Background: an optimization exercise with open tools, aiming at small area. Do not read the settings as production practice.
Function was checked by simulation only, so behaviour that the tests miss may differ from the original.
No activity file was given, so power comes from the tool's default toggle rates.

==> flow/design.v (excerpt) <==
module conflict_serializer #(
   parameter int NUM_CORES         = 8,
   parameter int LIST_DEPTH        = 16,
   parameter int ALMOST_FULL_LEVEL = 12
) (
   input  logic                      clk,
   input  logic                      rstn,
   input  logic                      m_valid,
   input  logic [33:0]               m_task,
   input  logic [3:0]                m_slot,
   output logic                      m_ready,
   input  logic [NUM_CORES-1:0]      s_req,
   input  logic [2*NUM_CORES-1:0]    s_req_type,
   output logic [NUM_CORES-1:0]      s_grant,
   output logic [33:0]               s_task,
   output logic [3:0]                s_slot,
   input  logic                      fin_valid,
   input  logic [3:0]                fin_core,
   output logic                      almost_full,
   output logic                      all_cores_idle
);
==> flow/config.mk <==
export PLATFORM = sky130hd
export DESIGN_NAME = conflict_serializer
export DESIGN_NICKNAME = conflict_serializer
export VERILOG_FILES = /design/flow/design.v
export SDC_FILE = /design/flow/constraint.sdc
export NUM_CORES = 4
export LEC_CHECK = 0
export CAP_MARGIN = 20
export CORE_MARGIN = 2
export CORE_UTILIZATION = 60
export PLACE_DENSITY = 0.75
export SLEW_MARGIN = 20
==> flow/constraint.sdc <==
create_clock -name core_clock -period 7.0 [get_ports {clk}]
set_input_delay 1.4000 -clock core_clock [delete_from_list [all_inputs] [get_ports {clk}]]
set_output_delay 1.4000 -clock core_clock [all_outputs]
set_load 0.01 [all_outputs]
standard.sh (not shown) runs the stock make flow with config.mk's settings and CLKGATE_MAP_FILE= SYNTH_SCRIPT=/design/flow/synth_recipe.tcl, a recipe that flattens the netlist after the stock synthesis.
==> flow/flow/run.sh <==
#!/bin/bash
# standard layout; clock tree without dummy loads and with larger sink clusters; small port buffers
bash standard.sh "BUFFER_PORTS_ARGS=-buffer_cell sky130_fd_sc_hd__buf_1" "CTS_ARGS=-sink_clustering_enable -repair_clock_nets -dont_use_dummy_load -sink_clustering_size 8 -sink_clustering_max_diameter 40 -buf_list sky130_fd_sc_hd__clkbuf_4" finish > standard.log 2>&1
Edit:
--- a/flow/config.mk
+++ b/flow/config.mk
@@ -10,2 +10,2 @@
-export CORE_UTILIZATION = 60
-export PLACE_DENSITY = 0.75
+export CORE_UTILIZATION = 70
+export PLACE_DENSITY = 0.85
Core utilization rose by 10 points.
Clock-buffer cell count falls by 16.
Synthesized cell count is unchanged.
Non-clock buffer count fell by 11.
Worst setup slack degrades by 0.66 ns.
Synthesized area stays the same.
Design area decreases by 0.97%.
Cell count drops by 4.5%.
Edit:
==> flow/flow/run.sh (replaced) <==
#!/bin/bash
# standard layout; clock tree without dummy loads and with larger sink clusters; small port buffers
bash standard.sh RECOVER_POWER=100 "BUFFER_PORTS_ARGS=-buffer_cell sky130_fd_sc_hd__buf_1" "CTS_ARGS=-sink_clustering_enable -repair_clock_nets -dont_use_dummy_load -sink_clustering_size 10 -sink_clustering_max_diameter 40 -buf_list sky130_fd_sc_hd__clkbuf_4" finish > standard.log 2>&1
Effect:
- Now the flow finished with capacitance limit, slew limit left
- routed wire length came out lower slightly
- sequential power is about the same
- total power falls slightly
- setup slack is worse by 0.50 ns
- critical path depth falls by 10
- non-clock buffer count stays the same

========
conflict_serializer, a different RTL version from the one above (not shown whole).
For scale: about 2900 cells after synthesis, about 120 I/O pins.
export LEC_CHECK = 0
export CAP_MARGIN = 20
export CORE_MARGIN = 2
export CORE_UTILIZATION = 60
export PLACE_DENSITY = 0.75
export SLEW_MARGIN = 20
create_clock -name core_clock -period 7.0 [get_ports {clk}]
==> flow/flow/run.sh <==
#!/bin/bash
# standard layout; clock tree without dummy loads and with larger sink clusters; small port buffers
bash standard.sh "BUFFER_PORTS_ARGS=-buffer_cell sky130_fd_sc_hd__buf_1" "CTS_ARGS=-sink_clustering_enable -repair_clock_nets -dont_use_dummy_load -sink_clustering_size 16 -sink_clustering_max_diameter 50 -buf_list sky130_fd_sc_hd__clkbuf_8 -tree_buf sky130_fd_sc_hd__clkbuf_4 -root_buf sky130_fd_sc_hd__clkbuf_8" finish > standard.log 2>&1
Change:
==> flow/flow/run.sh (replaced) <==
#!/bin/bash
# standard layout; clock tree without dummy loads and with larger sink clusters; small port buffers
bash standard.sh "BUFFER_PORTS_ARGS=-buffer_cell sky130_fd_sc_hd__buf_1" "CTS_ARGS=-sink_clustering_enable -repair_clock_nets -dont_use_dummy_load -sink_clustering_size 30 -sink_clustering_max_diameter 60 -buf_list sky130_fd_sc_hd__clkbuf_16" finish > standard.log 2>&1
What happened: The new run finished clean. Maximum frequency barely changes. Wire length shrinks by 0.39%. Final cell count shrinks by 0.84%. Via count shrinks by 0.67%. Non-clock buffer count does not change. Clock skew shrinks by 0.037 ns. Worst setup slack gains 0.0069 ns.
Change:
==> flow/run.sh (new file) <==
#!/bin/bash
# synth_recipe.tcl (not shown) runs the flow's synth.tcl, then flattens the netlist and writes it again
# the make line also repeats each setting of config.mk as NAME=value (left out here)
make -C /OpenROAD-flow-scripts/flow DESIGN_CONFIG=/design/flow/config.mk WORK_HOME=/design/flow/orfs CLKGATE_MAP_FILE= SYNTH_SCRIPT=/design/flow/synth_recipe.tcl finish
--- a/flow/config.mk
+++ b/flow/config.mk
@@ -10,2 +10,2 @@
-export CORE_UTILIZATION = 60
-export PLACE_DENSITY = 0.75
+export CORE_UTILIZATION = 40
+export PLACE_DENSITY = 0.6
removed: flow/flow/run.sh
removed: flow/standard.sh
Result: The new run finished with timing, DRC and antenna clean; global-route usage goes down by 11 points; count of clock-buffer cells in the layout goes up by 47; sequential power barely changes; setup slack gets better by 0.091 ns; die area goes up by 49%; first-iteration DRC count goes down by 12%; hold slack gets better by 0.049 ns; register-to-register slack gets better by 0.09 ns; power goes up by 22%; wire length goes up by 11%; core utilization goes down by 19 points.
Change:
==> flow/flow/run.sh (new file) <==
#!/bin/bash
# standard layout; clock tree without dummy loads and with larger sink clusters; small port buffers
bash standard.sh "BUFFER_PORTS_ARGS=-buffer_cell sky130_fd_sc_hd__buf_1" "CTS_ARGS=-sink_clustering_enable -repair_clock_nets -dont_use_dummy_load -sink_clustering_size 10 -sink_clustering_max_diameter 40 -buf_list sky130_fd_sc_hd__clkbuf_4" finish > standard.log 2>&1
==> flow/standard.sh (new file) <==
#!/bin/bash
# synth_recipe.tcl (not shown) runs the flow's synth.tcl, then flattens the netlist and writes it again
# the make line also repeats each setting of config.mk as NAME=value (left out here)
make -C /OpenROAD-flow-scripts/flow DESIGN_CONFIG=/design/flow/config.mk WORK_HOME=/design/flow/orfs CLKGATE_MAP_FILE= SYNTH_SCRIPT=/design/flow/synth_recipe.tcl "${@:-finish}"
--- a/flow/config.mk
+++ b/flow/config.mk
@@ -10,2 +10,2 @@
-export CORE_UTILIZATION = 40
-export PLACE_DENSITY = 0.6
+export CORE_UTILIZATION = 70
+export PLACE_DENSITY = 0.85
removed: flow/run.sh
What happened: Synthesized area is unchanged. Clock-buffer cell count came out higher by 10. Design area came out lower by 8.4%. First-iteration DRC count came out higher by 30%.

## port drivers added, routing unchanged
In the flow no input, the clock included, has a driving cell. The finished layouts below were timed again as built, in two steps.
Step 1: set_driving_cell puts a clkbuf_16 on clk and a buf_2 on each other input, an assumption about the parent block.
Step 2, shift: input delay + t, output delay - t, t = (earliest + latest rising clock arrival at the registers) / 2. This alone moves slack from input paths to output paths.
Three values: no drivers, after step 1, after step 2; two values: the first two.
run	t, ns	slack for setup (ns)	worst slew at a driven data input, ns	pins driven straight from the clock port
the first run of note 1	1.073	1.509 / 1.450 / 0.770	0.06	1
the second run of note 1	1.028	0.845 / 0.845 / 0.431	0.13	1
the third run of note 1	0.974	0.347 / 0.288 / -0.277	0.14	1
the first run of note 2	0.734	0.617 / 0.617 / 0.607	0.09	1
the second run of note 2	0.693	0.624 / 0.624 / 0.600	0.08	1
the third run of note 2	0.730	0.715 / 0.715 / 0.715	0.13	1
the fourth run of note 2	0.959	0.665 / 0.665 / 0.665	0.08	1
For the first run of note 1, which loses most, drivers alone change the setup slack by -0.059 ns; drivers and shift together by -0.739 ns.
